From an optimization exercise on the open Yosys and OpenROAD flow, aimed at small area, a short achievable clock period and few clock cycles per item; shortcuts taken in it are not production practice.
Function was checked by simulation only, so behaviour that the tests miss may differ from the original.

==> inputs of build 83 <==
## checked_integer_fold_alu_core
module checked_integer_fold_alu_core #(
  parameter int DATA_WIDTH = cifa_pkg::DataWidthDef
) (
  input  logic                         clk,
  input  logic                         rst_n,
  input  logic                         in_valid,
  output logic                         in_ready,
  input  logic [2:0]                   in_command,
  input  logic signed [DATA_WIDTH-1:0] in_operand,
  input  logic                         in_last,
  output logic                         out_valid,
  input  logic                         out_ready,
  output logic signed [DATA_WIDTH-1:0] out_value,
  output logic [1:0]                   out_status
);
Settings: LEC_CHECK=0, CAP_MARGIN=20, CORE_MARGIN=2, CORE_UTILIZATION=40, SETUP_SLACK_MARGIN=4, SLEW_MARGIN=20; clock period 9.0 ns.
run.sh (not shown) runs the stock make flow with config.mk's settings and CLKGATE_MAP_FILE= SYNTH_SCRIPT=/design/flow/synth_recipe.tcl, a recipe that flattens the netlist after the stock synthesis.
==> inputs of build 60, as changes to build 83 <==
--- a/flow/design.v
+++ b/flow/design.v
@@ -137,15 +137,15 @@
     endcase
     ctlf = {as, bs, bi, ab};
   endfunction
   logic [63:0] xr;
   logic [2:0]  cmdr;
   logic        lastr, validr, badr, x0r, x1r;
   logic        nzx;       
-  logic [5:0]  px, pxm1;  
+  logic [5:0]  px;        
   logic        ra, rb;
   logic [63:0] acc, pr;
   logic [1:0]  err;
   logic        open_r, ov;
   logic [2:0]  st;
   logic [5:0]  cnt, pcnt;
   logic        bitr, swap, sm, powm, modm, qneg;
@@ -164,20 +164,25 @@
   logic [1:0]  err_e;     
   assign in_ready = ra | (rb & out_ready);
   wire accept = in_valid & in_ready;
   wire stall  = ov & ~out_ready;
   wire go     = ~stall;
   wire sa = acc[63];
   wire sx = xr[63];
-  wire [6:0] hba = hibit({1'b0, acc[62:0] ^ acc[63:1]});
+  wire [62:0] dacc = acc[62:0] ^ acc[63:1];
+  wire [6:0] hba = hibit({1'b0, dacc});
   wire [6:0] hbi = hibit({1'b0, in_operand[62:0] ^ in_operand[63:1]});
-  wire       nza = hba[6];
   wire [5:0] pa  = hba[5:0];
-  wire       a_lt_x   = pa < px;
-  wire       a_lt_xm1 = (px != 6'd0) && (pa < pxm1);
+  logic [62:0] below_x;
+  always_comb begin
+    for (int i = 0; i < 63; i++) below_x[i] = 6'(i) < px;
+  end
+  wire       nza      = dacc != '0;
+  wire       a_lt_x   = (dacc & ~below_x) == '0;                         
+  wire       a_lt_xm1 = (px != 6'd0) && ((dacc & ~{1'b0, below_x[62:1]}) == '0);   
   wire       shorter  = nzx && (!nza || a_lt_x);
   wire       quick    = (!nza && !sa) || (nzx && (sa ? (!nza ? (px != 6'd0) : a_lt_xm1) : shorter));
   logic [65:0] aop;
   logic [63:0] bsrc;
   always_comb begin
     case (asel)
       2'd0: aop = '0;
@@ -201,14 +206,84 @@
   wire        is_min = (creq[0] == binv) && (cgen[64:0] == creq[65:1]);
   wire        ovf = !((sum[65:63] == 3'b000) || (sum[65:63] == 3'b111)) || is_min;
   wire        neg = sum[65];
   wire [63:0] bword = (swap || st == S_DPREP || st == S_DSTEP) ? acc : xr;
   wire [5:0]  cntm1 = cnt - 6'd1;
   wire        bnext = bword[cntm1] ^ sm;
   wire        pmore = powm && (pcnt != 6'd0);
+  logic [6:0] pow_lim;
+  always_comb begin
+    case (px)
+      6'd0: pow_lim = 7'd64;
+      6'd1: pow_lim = 7'd63;
+      6'd2: pow_lim = 7'd32;
+      6'd3: pow_lim = 7'd21;
+      6'd4: pow_lim = 7'd16;
+      6'd5: pow_lim = 7'd13;
+      6'd6: pow_lim = 7'd11;
+      6'd7: pow_lim = 7'd9;
+      6'd8: pow_lim = 7'd8;
+      6'd9: pow_lim = 7'd7;
+      6'd10: pow_lim = 7'd7;
+      6'd11: pow_lim = 7'd6;
+      6'd12: pow_lim = 7'd6;
+      6'd13: pow_lim = 7'd5;
+      6'd14: pow_lim = 7'd5;
+      6'd15: pow_lim = 7'd5;
+      6'd16: pow_lim = 7'd4;
+      6'd17: pow_lim = 7'd4;
+      6'd18: pow_lim = 7'd4;
+      6'd19: pow_lim = 7'd4;
+      6'd20: pow_lim = 7'd4;
+      6'd21: pow_lim = 7'd3;
+      6'd22: pow_lim = 7'd3;
+      6'd23: pow_lim = 7'd3;
+      6'd24: pow_lim = 7'd3;
+      6'd25: pow_lim = 7'd3;
+      6'd26: pow_lim = 7'd3;
+      6'd27: pow_lim = 7'd3;
+      6'd28: pow_lim = 7'd3;
+      6'd29: pow_lim = 7'd3;
+      6'd30: pow_lim = 7'd3;
+      6'd31: pow_lim = 7'd3;
+      6'd32: pow_lim = 7'd2;
+      6'd33: pow_lim = 7'd2;
+      6'd34: pow_lim = 7'd2;
+      6'd35: pow_lim = 7'd2;
+      6'd36: pow_lim = 7'd2;
+      6'd37: pow_lim = 7'd2;
+      6'd38: pow_lim = 7'd2;
+      6'd39: pow_lim = 7'd2;
+      6'd40: pow_lim = 7'd2;
+      6'd41: pow_lim = 7'd2;
+      6'd42: pow_lim = 7'd2;
+      6'd43: pow_lim = 7'd2;
+      6'd44: pow_lim = 7'd2;
+      6'd45: pow_lim = 7'd2;
+      6'd46: pow_lim = 7'd2;
+      6'd47: pow_lim = 7'd2;
+      6'd48: pow_lim = 7'd2;
+      6'd49: pow_lim = 7'd2;
+      6'd50: pow_lim = 7'd2;
+      6'd51: pow_lim = 7'd2;
+      6'd52: pow_lim = 7'd2;
+      6'd53: pow_lim = 7'd2;
+      6'd54: pow_lim = 7'd2;
+      6'd55: pow_lim = 7'd2;
+      6'd56: pow_lim = 7'd2;
+      6'd57: pow_lim = 7'd2;
+      6'd58: pow_lim = 7'd2;
+      6'd59: pow_lim = 7'd2;
+      6'd60: pow_lim = 7'd2;
+      6'd61: pow_lim = 7'd2;
+      6'd62: pow_lim = 7'd2;
+      6'd63: pow_lim = 7'd1;
+      default: pow_lim = 7'd64;
+    endcase
+  end
   always_comb begin
     acc_n  = acc;
     pr_n   = pr;
     xr_n   = xr;
     err_e  = err;
     ovf_chk = 1'b0;
     open_n = open_r;
@@ -350,15 +425,15 @@
           powm_n = 1'b1;
           swap_n = 1'b0;
           sm_n   = sa;
           cnt_n  = px;
           bitr_n = 1'b1;
           pr_n   = '0;
           st_n   = S_MSTEP;
-          if (px * xr[5:0] >= 12'd63) begin
+          if (xr[5:0] >= pow_lim) begin
             err_e = cifa_pkg::ST_OVF;
             st_n  = S_IDLE;
             done  = 1'b1;
           end
         end
         S_DPREP: begin
           cnt_n  = pa;
@@ -466,15 +541,14 @@
       badr  <= in_bad;
       x0r   <= in_zero;
       x1r   <= in_one;
     end
     xr      <= xr_n;
     nzx     <= nzx_n;
     px      <= px_n;
-    pxm1    <= px_n - 6'd1;
     acc     <= acc_n;
     pr      <= pr_n;
     cnt     <= cnt_n;
     pcnt    <= pcnt_n;
     bitr    <= bitr_n;
     swap    <= swap_n;
     sm      <= sm_n;
==> inputs of trial 23, as changes to build 83 <==
--- a/flow/design.v
+++ b/flow/design.v
@@ -137,15 +137,15 @@
     endcase
     ctlf = {as, bs, bi, ab};
   endfunction
   logic [63:0] xr;
   logic [2:0]  cmdr;
   logic        lastr, validr, badr, x0r, x1r;
   logic        nzx;       
-  logic [5:0]  px, pxm1;  
+  logic [5:0]  px;        
   logic        ra, rb;
   logic [63:0] acc, pr;
   logic [1:0]  err;
   logic        open_r, ov;
   logic [2:0]  st;
   logic [5:0]  cnt, pcnt;
   logic        bitr, swap, sm, powm, modm, qneg;
@@ -164,20 +164,25 @@
   logic [1:0]  err_e;     
   assign in_ready = ra | (rb & out_ready);
   wire accept = in_valid & in_ready;
   wire stall  = ov & ~out_ready;
   wire go     = ~stall;
   wire sa = acc[63];
   wire sx = xr[63];
-  wire [6:0] hba = hibit({1'b0, acc[62:0] ^ acc[63:1]});
+  wire [62:0] dacc = acc[62:0] ^ acc[63:1];
+  wire [6:0] hba = hibit({1'b0, dacc});
   wire [6:0] hbi = hibit({1'b0, in_operand[62:0] ^ in_operand[63:1]});
-  wire       nza = hba[6];
   wire [5:0] pa  = hba[5:0];
-  wire       a_lt_x   = pa < px;
-  wire       a_lt_xm1 = (px != 6'd0) && (pa < pxm1);
+  logic [62:0] below_x;
+  always_comb begin
+    for (int i = 0; i < 63; i++) below_x[i] = 6'(i) < px;
+  end
+  wire       nza      = dacc != '0;
+  wire       a_lt_x   = (dacc & ~below_x) == '0;                         
+  wire       a_lt_xm1 = (px != 6'd0) && ((dacc & ~{1'b0, below_x[62:1]}) == '0);   
   wire       shorter  = nzx && (!nza || a_lt_x);
   wire       quick    = (!nza && !sa) || (nzx && (sa ? (!nza ? (px != 6'd0) : a_lt_xm1) : shorter));
   logic [65:0] aop;
   logic [63:0] bsrc;
   always_comb begin
     case (asel)
       2'd0: aop = '0;
@@ -201,14 +206,84 @@
   wire        is_min = (creq[0] == binv) && (cgen[64:0] == creq[65:1]);
   wire        ovf = !((sum[65:63] == 3'b000) || (sum[65:63] == 3'b111)) || is_min;
   wire        neg = sum[65];
   wire [63:0] bword = (swap || st == S_DPREP || st == S_DSTEP) ? acc : xr;
   wire [5:0]  cntm1 = cnt - 6'd1;
   wire        bnext = bword[cntm1] ^ sm;
   wire        pmore = powm && (pcnt != 6'd0);
+  logic [6:0] pow_lim;
+  always_comb begin
+    case (px)
+      6'd0: pow_lim = 7'd64;
+      6'd1: pow_lim = 7'd63;
+      6'd2: pow_lim = 7'd32;
+      6'd3: pow_lim = 7'd21;
+      6'd4: pow_lim = 7'd16;
+      6'd5: pow_lim = 7'd13;
+      6'd6: pow_lim = 7'd11;
+      6'd7: pow_lim = 7'd9;
+      6'd8: pow_lim = 7'd8;
+      6'd9: pow_lim = 7'd7;
+      6'd10: pow_lim = 7'd7;
+      6'd11: pow_lim = 7'd6;
+      6'd12: pow_lim = 7'd6;
+      6'd13: pow_lim = 7'd5;
+      6'd14: pow_lim = 7'd5;
+      6'd15: pow_lim = 7'd5;
+      6'd16: pow_lim = 7'd4;
+      6'd17: pow_lim = 7'd4;
+      6'd18: pow_lim = 7'd4;
+      6'd19: pow_lim = 7'd4;
+      6'd20: pow_lim = 7'd4;
+      6'd21: pow_lim = 7'd3;
+      6'd22: pow_lim = 7'd3;
+      6'd23: pow_lim = 7'd3;
+      6'd24: pow_lim = 7'd3;
+      6'd25: pow_lim = 7'd3;
+      6'd26: pow_lim = 7'd3;
+      6'd27: pow_lim = 7'd3;
+      6'd28: pow_lim = 7'd3;
+      6'd29: pow_lim = 7'd3;
+      6'd30: pow_lim = 7'd3;
+      6'd31: pow_lim = 7'd3;
+      6'd32: pow_lim = 7'd2;
+      6'd33: pow_lim = 7'd2;
+      6'd34: pow_lim = 7'd2;
+      6'd35: pow_lim = 7'd2;
+      6'd36: pow_lim = 7'd2;
+      6'd37: pow_lim = 7'd2;
+      6'd38: pow_lim = 7'd2;
+      6'd39: pow_lim = 7'd2;
+      6'd40: pow_lim = 7'd2;
+      6'd41: pow_lim = 7'd2;
+      6'd42: pow_lim = 7'd2;
+      6'd43: pow_lim = 7'd2;
+      6'd44: pow_lim = 7'd2;
+      6'd45: pow_lim = 7'd2;
+      6'd46: pow_lim = 7'd2;
+      6'd47: pow_lim = 7'd2;
+      6'd48: pow_lim = 7'd2;
+      6'd49: pow_lim = 7'd2;
+      6'd50: pow_lim = 7'd2;
+      6'd51: pow_lim = 7'd2;
+      6'd52: pow_lim = 7'd2;
+      6'd53: pow_lim = 7'd2;
+      6'd54: pow_lim = 7'd2;
+      6'd55: pow_lim = 7'd2;
+      6'd56: pow_lim = 7'd2;
+      6'd57: pow_lim = 7'd2;
+      6'd58: pow_lim = 7'd2;
+      6'd59: pow_lim = 7'd2;
+      6'd60: pow_lim = 7'd2;
+      6'd61: pow_lim = 7'd2;
+      6'd62: pow_lim = 7'd2;
+      6'd63: pow_lim = 7'd1;
+      default: pow_lim = 7'd64;
+    endcase
+  end
   always_comb begin
     acc_n  = acc;
     pr_n   = pr;
     xr_n   = xr;
     err_e  = err;
     ovf_chk = 1'b0;
     open_n = open_r;
@@ -350,15 +425,15 @@
           powm_n = 1'b1;
           swap_n = 1'b0;
           sm_n   = sa;
           cnt_n  = px;
           bitr_n = 1'b1;
           pr_n   = '0;
           st_n   = S_MSTEP;
-          if (px * xr[5:0] >= 12'd63) begin
+          if (xr[5:0] >= pow_lim) begin
             err_e = cifa_pkg::ST_OVF;
             st_n  = S_IDLE;
             done  = 1'b1;
           end
         end
         S_DPREP: begin
           cnt_n  = pa;
@@ -466,15 +541,14 @@
       badr  <= in_bad;
       x0r   <= in_zero;
       x1r   <= in_one;
     end
     xr      <= xr_n;
     nzx     <= nzx_n;
     px      <= px_n;
-    pxm1    <= px_n - 6'd1;
     acc     <= acc_n;
     pr      <= pr_n;
     cnt     <= cnt_n;
     pcnt    <= pcnt_n;
     bitr    <= bitr_n;
     swap    <= swap_n;
     sm      <= sm_n;
- CORE_UTILIZATION: 40 -> 55
==> inputs of build 71, as changes to build 83 <==
--- a/flow/design.v
+++ b/flow/design.v
@@ -137,15 +137,15 @@
     endcase
     ctlf = {as, bs, bi, ab};
   endfunction
   logic [63:0] xr;
   logic [2:0]  cmdr;
   logic        lastr, validr, badr, x0r, x1r;
   logic        nzx;       
-  logic [5:0]  px, pxm1;  
+  logic [5:0]  px;        
   logic        ra, rb;
   logic [63:0] acc, pr;
   logic [1:0]  err;
   logic        open_r, ov;
   logic [2:0]  st;
   logic [5:0]  cnt, pcnt;
   logic        bitr, swap, sm, powm, modm, qneg;
@@ -158,28 +158,39 @@
   logic [5:0]  cnt_n, pcnt_n;
   logic        bitr_n, swap_n, sm_n, powm_n, modm_n, qneg_n;
   logic        nzx_n;
   logic [5:0]  px_n;
   logic        done;      
   logic        ovf_chk;   
   logic [1:0]  err_e;     
-  assign in_ready = ra | (rb & out_ready);
+  logic        rq;        
+  logic        quick;
+  logic        quick_io;  
+  assign in_ready = ra | (rb & out_ready) | (rq & quick_io);
   wire accept = in_valid & in_ready;
   wire stall  = ov & ~out_ready;
   wire go     = ~stall;
   wire sa = acc[63];
   wire sx = xr[63];
-  wire [6:0] hba = hibit({1'b0, acc[62:0] ^ acc[63:1]});
+  wire [62:0] dacc = acc[62:0] ^ acc[63:1];
+  wire [6:0] hba = hibit({1'b0, dacc});
   wire [6:0] hbi = hibit({1'b0, in_operand[62:0] ^ in_operand[63:1]});
-  wire       nza = hba[6];
   wire [5:0] pa  = hba[5:0];
-  wire       a_lt_x   = pa < px;
-  wire       a_lt_xm1 = (px != 6'd0) && (pa < pxm1);
+  logic [62:0] below_x;
+  always_comb begin
+    for (int i = 0; i < 63; i++) below_x[i] = 6'(i) < px;
+  end
+  wire       nza      = dacc != '0;
+  wire       a_lt_x   = (dacc & ~below_x) == '0;                         
+  wire       a_lt_xm1 = (px != 6'd0) && ((dacc & ~{1'b0, below_x[62:1]}) == '0);   
   wire       shorter  = nzx && (!nza || a_lt_x);
-  wire       quick    = (!nza && !sa) || (nzx && (sa ? (!nza ? (px != 6'd0) : a_lt_xm1) : shorter));
+  wire       m0       = (dacc & ~below_x) == '0;
+  wire       m1       = (dacc & ~{1'b0, below_x[62:1]}) == '0;
+  assign     quick_io = acc[63] ? m1 : m0;
+  assign     quick    = (!nza && !sa) || (nzx && (sa ? (!nza ? (px != 6'd0) : a_lt_xm1) : shorter));
   logic [65:0] aop;
   logic [63:0] bsrc;
   always_comb begin
     case (asel)
       2'd0: aop = '0;
       2'd1: aop = {{2{acc[63]}}, acc};
       2'd2: aop = {pr[63], pr, bitr & abit_en};
@@ -201,14 +212,84 @@
   wire        is_min = (creq[0] == binv) && (cgen[64:0] == creq[65:1]);
   wire        ovf = !((sum[65:63] == 3'b000) || (sum[65:63] == 3'b111)) || is_min;
   wire        neg = sum[65];
   wire [63:0] bword = (swap || st == S_DPREP || st == S_DSTEP) ? acc : xr;
   wire [5:0]  cntm1 = cnt - 6'd1;
   wire        bnext = bword[cntm1] ^ sm;
   wire        pmore = powm && (pcnt != 6'd0);
+  logic [6:0] pow_lim;
+  always_comb begin
+    case (px)
+      6'd0: pow_lim = 7'd64;
+      6'd1: pow_lim = 7'd63;
+      6'd2: pow_lim = 7'd32;
+      6'd3: pow_lim = 7'd21;
+      6'd4: pow_lim = 7'd16;
+      6'd5: pow_lim = 7'd13;
+      6'd6: pow_lim = 7'd11;
+      6'd7: pow_lim = 7'd9;
+      6'd8: pow_lim = 7'd8;
+      6'd9: pow_lim = 7'd7;
+      6'd10: pow_lim = 7'd7;
+      6'd11: pow_lim = 7'd6;
+      6'd12: pow_lim = 7'd6;
+      6'd13: pow_lim = 7'd5;
+      6'd14: pow_lim = 7'd5;
+      6'd15: pow_lim = 7'd5;
+      6'd16: pow_lim = 7'd4;
+      6'd17: pow_lim = 7'd4;
+      6'd18: pow_lim = 7'd4;
+      6'd19: pow_lim = 7'd4;
+      6'd20: pow_lim = 7'd4;
+      6'd21: pow_lim = 7'd3;
+      6'd22: pow_lim = 7'd3;
+      6'd23: pow_lim = 7'd3;
+      6'd24: pow_lim = 7'd3;
+      6'd25: pow_lim = 7'd3;
+      6'd26: pow_lim = 7'd3;
+      6'd27: pow_lim = 7'd3;
+      6'd28: pow_lim = 7'd3;
+      6'd29: pow_lim = 7'd3;
+      6'd30: pow_lim = 7'd3;
+      6'd31: pow_lim = 7'd3;
+      6'd32: pow_lim = 7'd2;
+      6'd33: pow_lim = 7'd2;
+      6'd34: pow_lim = 7'd2;
+      6'd35: pow_lim = 7'd2;
+      6'd36: pow_lim = 7'd2;
+      6'd37: pow_lim = 7'd2;
+      6'd38: pow_lim = 7'd2;
+      6'd39: pow_lim = 7'd2;
+      6'd40: pow_lim = 7'd2;
+      6'd41: pow_lim = 7'd2;
+      6'd42: pow_lim = 7'd2;
+      6'd43: pow_lim = 7'd2;
+      6'd44: pow_lim = 7'd2;
+      6'd45: pow_lim = 7'd2;
+      6'd46: pow_lim = 7'd2;
+      6'd47: pow_lim = 7'd2;
+      6'd48: pow_lim = 7'd2;
+      6'd49: pow_lim = 7'd2;
+      6'd50: pow_lim = 7'd2;
+      6'd51: pow_lim = 7'd2;
+      6'd52: pow_lim = 7'd2;
+      6'd53: pow_lim = 7'd2;
+      6'd54: pow_lim = 7'd2;
+      6'd55: pow_lim = 7'd2;
+      6'd56: pow_lim = 7'd2;
+      6'd57: pow_lim = 7'd2;
+      6'd58: pow_lim = 7'd2;
+      6'd59: pow_lim = 7'd2;
+      6'd60: pow_lim = 7'd2;
+      6'd61: pow_lim = 7'd2;
+      6'd62: pow_lim = 7'd2;
+      6'd63: pow_lim = 7'd1;
+      default: pow_lim = 7'd64;
+    endcase
+  end
   always_comb begin
     acc_n  = acc;
     pr_n   = pr;
     xr_n   = xr;
     err_e  = err;
     ovf_chk = 1'b0;
     open_n = open_r;
@@ -350,15 +431,15 @@
           powm_n = 1'b1;
           swap_n = 1'b0;
           sm_n   = sa;
           cnt_n  = px;
           bitr_n = 1'b1;
           pr_n   = '0;
           st_n   = S_MSTEP;
-          if (px * xr[5:0] >= 12'd63) begin
+          if (xr[5:0] >= pow_lim) begin
             err_e = cifa_pkg::ST_OVF;
             st_n  = S_IDLE;
             done  = 1'b1;
           end
         end
         S_DPREP: begin
           cnt_n  = pa;
@@ -415,14 +496,17 @@
   wire in_mid0 = (in_operand[62:1] == '0);
   wire in_zero = in_mid0 && !in_operand[63] && !in_operand[0];
   wire in_one  = in_mid0 && !in_operand[63] && in_operand[0];
   wire in_bad  = in_mid0 && in_operand[63] && !in_operand[0];
   wire in_quick = in_easy || in_bad
                   || (((in_command == cifa_pkg::CMD_DIV) || (in_command == cifa_pkg::CMD_MOD)) && in_zero)
                   || ((in_command == cifa_pkg::CMD_POW) && (in_operand[63] || in_zero || in_one));
+  wire in_divq = ((in_command == cifa_pkg::CMD_DIV) || (in_command == cifa_pkg::CMD_MOD)) && !in_zero && !in_bad;
+  wire rq_n     = accept && open_n && (err_e == cifa_pkg::ST_OK) && in_divq
+                  && hbi[6] && (hbi[5:0] != 6'd0);
   logic comp_n;
   always_comb begin
     if (accept) begin
       comp_n = !open_n || (err_e != cifa_pkg::ST_OK) || in_quick;
     end else begin
       case (st_n)
         S_MSTEP: comp_n = (cnt_n == 6'd0) && !sm_n && !(powm_n && pcnt_n != 6'd0);
@@ -439,22 +523,24 @@
   wire [2:0] cmd_nx  = accept ? in_command : cmdr;
   wire       last_nx = accept ? in_last : lastr;
   wire [5:0] ctl_n   = ctlf(st_n, open_n, last_nx, cmd_nx, bitr_n, swap_n, sm_n, xr_n[63],
                             pr_n[63], modm_n, qneg_n);
   always_ff @(posedge clk) begin
     if (!rst_n) begin
       validr <= 1'b0;
+      rq     <= 1'b0;
       ra     <= 1'b1;
       rb     <= 1'b0;
       st     <= S_IDLE;
       open_r <= 1'b0;
       ov     <= 1'b0;
       err    <= cifa_pkg::ST_OK;
     end else begin
       validr <= valid_n;
+      rq     <= rq_n;
       ra     <= !valid_n || (comp_n && !ov_n);
       rb     <= valid_n && comp_n;
       st     <= st_n;
       open_r <= open_n;
       ov     <= ov_n;
       err    <= err_n;
     end
@@ -466,15 +552,14 @@
       badr  <= in_bad;
       x0r   <= in_zero;
       x1r   <= in_one;
     end
     xr      <= xr_n;
     nzx     <= nzx_n;
     px      <= px_n;
-    pxm1    <= px_n - 6'd1;
     acc     <= acc_n;
     pr      <= pr_n;
     cnt     <= cnt_n;
     pcnt    <= pcnt_n;
     bitr    <= bitr_n;
     swap    <= swap_n;
     sm      <= sm_n;
==> run notes <==
Flip-flop and latch count: build 60 is higher than build 83 (1).
Build 71 finished clean. Trial 23 finished with timing, DRC and antenna clean. Build 60 completed without violations. Build 83 completed with no timing, DRC or antenna violations.
In build 60 the count of clock-buffer cells in the layout is lower than in build 71, by 2.
Between build 83 and trial 23, the lower synthesized area is in build 83 (gap 1.7%, measured against trial 23).
Clock skew, highest first: build 71, build 60, trial 23, build 83.
In build 83 the fmax is smaller than in trial 23, by about 7%.
Of build 60 and build 83, build 60 has the higher design area (gap 2.0%, measured against build 83).
Against build 60, the sequential share of layout area of build 71 is lower by 0.54 points.
Testbench counts of build 83, summed over its fixed seeds: cycles 36,542, items 12,004.
Testbench counts of build 60, summed over its fixed seeds: cycles 36,542, items 12,004.
Testbench counts of trial 23, summed over its fixed seeds: cycles 36,542, items 12,004.
Testbench counts of build 71, summed over its fixed seeds: cycles 35,520, items 12,004.

[port drivers added, routing unchanged]
No port has a modelled driver above. Below, the same layouts with a new extraction and two added sets of constraints.
Step 1 assumes that a clkbuf_16 drives the clock port and a buf_2 every other input.
Step 2 adds t to the input delays and takes it off the output delays; t is the mean of the earliest and latest rising clock arrival at the registers after step 1. Input paths then give back, and output paths get back, about the clock's delay inside the block.
a / b / c = no drivers / after step 1 / after step 2; a / b = the first two.
run | t (ns) | setup slack, ns | worst setup path at the end | clock arrival spread, ns | worst register clock-pin slew, ns
build 83 | 0.623 | 3.412 / 3.412 / 3.412 | register to register | 0.038 / 0.039 | 0.07 / 0.07
build 60 | 0.639 | 3.870 / 3.870 / 3.470 | input to register | 0.044 / 0.044 | 0.06 / 0.06
trial 23 | 0.631 | 3.809 / 3.809 / 3.328 | input to register | 0.044 / 0.044 | 0.08 / 0.08
build 71 | 0.646 | 3.535 / 3.473 / 3.432 | input to register | 0.050 / 0.050 | 0.07 / 0.07
After both steps every run listed still meets setup and hold. The setup slack of trial 23, which loses most, moves by 0.000 ns with the drivers and by -0.481 ns with both steps.
